Background: an optimization exercise with open tools, aiming at a short achievable clock period. Do not read the settings as production practice.
Function was not checked in any run shown here: the RTL went through the layout flow alone.
Power and IR drop assume default switching activity.

## flow/design.v (module list and top-level ports; edited modules follow where they fit)
// module aesPanelTop: 507 lines
module aesPanelTop (
	input  logic         clk,
	input  logic         rstN,
	input  logic         set,
	input  logic         buttonU,
	input  logic         buttonD,
	input  logic         buttonL,
	input  logic         buttonR,
	input  logic [127:0] cipherKey,
	output logic [3:0]   curPhase,
	output logic [7:0]   sevenNum,
	output logic         cipherValid
);
  // ...
==> flow/run.sh <==
#!/bin/bash
# synth_recipe.tcl (not shown) runs the flow's synth.tcl, then flattens the netlist and writes it again
# the make line also repeats each setting of config.mk as NAME=value (left out here)
make -C /OpenROAD-flow-scripts/flow DESIGN_CONFIG=/design/flow/config.mk WORK_HOME=/design/flow/orfs CLKGATE_MAP_FILE= SYNTH_SCRIPT=/design/flow/synth_recipe.tcl finish
==> flow/config.mk <==
export PLATFORM = sky130hd
export DESIGN_NAME = aesPanelTop
export DESIGN_NICKNAME = aesPanelTop
export VERILOG_FILES = /design/flow/design.v
export SDC_FILE = /design/flow/constraint.sdc
export NUM_CORES = 8
export LEC_CHECK = 0
export ABC_AREA = 1
export CAP_MARGIN = 20
export CORE_MARGIN = 2
export CORE_UTILIZATION = 40
export PLACE_DENSITY = 0.6
export SETUP_SLACK_MARGIN = 2.0
export SLEW_MARGIN = 20
==> flow/constraint.sdc <==
create_clock -name core_clock -period 10.0 [get_ports {clk}]
set_input_delay 2.0000 -clock core_clock [delete_from_list [all_inputs] [get_ports {clk}]]
set_output_delay 2.0000 -clock core_clock [all_outputs]
set_load 0.01 [all_outputs]
==> run notes, run 1 <==
* Setup WS pre-CTS: -1.65 ns
- Entering global routing, the biggest net connects 119 pins.
- Top cells by instance count after synthesis: nand2_1 (49110), nand3_1 (34496), inv_1 (10226)
- Die Span Y: between 1000 and 1500 um
- The portion of synthesized area spent on multiplexers is less than 1%.
- Global Route met1 Usage: 67.4%
* Sequential element share of the synthesized area: around 3.3%
* EDFF count, synth: 288
- 148 I/O pins were placed.
* Adder-Cell Fraction of Synth Area: 5.36%
- The mapped netlist covers 711000 um2.
* Global-route wire length before repair: 8700000 um
- A synthesized cell averages approximately 5.0 um2.
- The H-tree generated during clock tree synthesis spans 4 levels.
- Clock Tree Buf Depth: 5
- The number of hold buffers added after CTS was 0.
- Synthesized flop and latch total: just over 1000
- Clock root cell: clkbuf_16
- The tool reported: "[ERROR GRT-0116] Global routing finished with congestion. Check the congestion regions in the DRC Viewer".
* Last step reached: global routing
- In the post-synthesis netlist, the cell with the most instances is nand2_1.
- By area the synthesized netlist is led by nand2_1 (26%), nand3_1 (24%), inv_1 (5.4%).
* Number of buffers inserted by port buffering: 147
* GRT Overall Usage: 65.6%
- Status: did not finish
- Post_cts resized: 1064
- Routability-driven placement finished with a final weighted congestion of approximately 1.3.
* Die W: approximately 1300 um
==> run 2: changes to the inputs <==
==> flow/flow/run.sh (new file) <==
#!/bin/bash
# Own layout flow: the standard ORFS flow, with the port buffers made from
# regular buffers (buf_4) instead of the delay buffer that buffer_ports picks by
# default. Every step's output goes to a log file in the work folder.
set -euo pipefail
export BUFFER_PORTS_ARGS="-buffer_cell sky130_fd_sc_hd__buf_4"
bash standard.sh finish > standard_flow.log 2>&1
==> flow/standard.sh (new file) <==
#!/bin/bash
# synth_recipe.tcl (not shown) runs the flow's synth.tcl, then flattens the netlist and writes it again
# the make line also repeats each setting of config.mk as NAME=value (left out here)
make -C /OpenROAD-flow-scripts/flow DESIGN_CONFIG=/design/flow/config.mk WORK_HOME=/design/flow/orfs CLKGATE_MAP_FILE= SYNTH_SCRIPT=/design/flow/synth_recipe.tcl "${@:-finish}"
removed: flow/run.sh
==> run notes, run 2 <==
- The run stopped with a tool error.
- Progress stopped at global routing.
* Tool error message: [ERROR GRT-0116] Global routing finished with congestion. Check the congestion regions in the DRC Viewer.
- Synth Net Count: about 150k
- Die W: 1340 um (unchanged)
* Area share of the leading cell type in the synthesized netlist: between 20% and 30%
- Total overflow reported by the global router: 15
* Number of warnings printed during yosys synthesis: 1
* Clock Tree Buf Depth: 5 (unchanged)
- Hold buffers post-CTS: 0 (unchanged)
- Instance count of the mapped netlist: ~140k
* Number of primary I/O pins: 148 (unchanged)
- The first global-routing pass estimated between 8000000 and 9000000 um of wire.
- The flop and latch count out of synthesis came to 1012 (unchanged).
- The sequential share of the synthesized area came to 3.25% (unchanged).
- Primary flip-flop cell chosen by synthesis mapping: dfxtp_1
- The floorplan has between 400 and 500 rows.
* EDFF count, synth: 288 (unchanged)
- H-tree levels: 4 (unchanged)
- Final HPWL from detailed placement: between 4000000 and 5000000 um
* Die Span Y: 1340 um (unchanged)
- The tree is rooted in a clkbuf_16.
* Cell type with the highest aggregate area in the netlist: nand2_1
- Share of flip-flops with an asynchronous set or reset: 0%
* Number of global-route vias before repair: between 1000k and 1500k
- Once the floorplan was initialized, standard cells occupied 40.1% of the core.
- Buffers inserted during clock tree synthesis total 190.
* Top cells by instance count after synthesis: nand2_1 (49110), nand3_1 (34496), inv_1 (10226)
* Top-count cell post-synth: nand2_1
- GRT Overall Usage: ~65%
* Number of buffers inserted by port buffering: 147 (unchanged)
- Entering global routing, the biggest net connects 94 pins.
- Largest cells by area after synthesis: nand2_1 (26%), nand3_1 (24%), inv_1 (5.4%)
- CTS saw 1012 sinks.
* Number of library cell types mapped by synthesis: 98
- The weighted congestion at the end of routability-driven global placement was 1.34 (-0.84%).
- Synthesized area per cell: 4.98 um2 (unchanged)
- Post-synth design cell area: 711000 um2 (unchanged)
==> run 2: metrics by stage <==
stage          hold slack (ns)  worst slack (ns)   cells  area [um2]
3_5_place_dp             0.468             -1.24  187855      963000
3_3_place_gp             0.463             -1.30  187850      963000
4_1_cts                  0.478             0.660  188278      975000
2_1_floorplan            0.425              1.99  142641      712000
==> run 2: how the worst min path moves through the flow <==
stage	to	slack [ns]	cells after the start
2_1_floorplan	busy$_SDFF_PN0_	0.42	2
3_3_place_gp	busy$_SDFF_PN0_	0.46	2
3_5_place_dp	busy$_SDFF_PN0_	0.47	2
4_1_cts	busy$_SDFF_PN0_	0.48	2
==> run 2: what timing repair did <==
action                      CTS
gates resized for setup    1037
gates cloned                  3
setup buffers                80
setup endpoints to repair   513
pin swaps                    49
==> run 2: power groups by stage <==
stage	Clock (W)	Combinational [W]	Sequential, W
2_1_floorplan	0	6.84	0.0363
3_3_place_gp	0	12.0	0.0280
3_5_place_dp	0	12.0	0.0280
4_1_cts	0.00802	12.4	0.0281
==> run 2: metal layers <==
layer | overflow | GRT usage [%]
met4 | 14 | 64.9
met5 | 0 | 16.5
met2 | 0 | 83.4
met3 | 1 | 45.2
met1 | 0 | 65.7
==> run 2: logic make-up after synthesis <==
group	Yosys count	share of synthesized area (%)
and+or+nand+nor	95016	57.5
AOI/OAI and AO/OA	20084	16.9
buffers and inverters	19539	11.9
xor gates and xnor gates	3970	5.17
adders and majority gates	3018	5.36
DFF	1012	3.25
muxes	2	0.00282
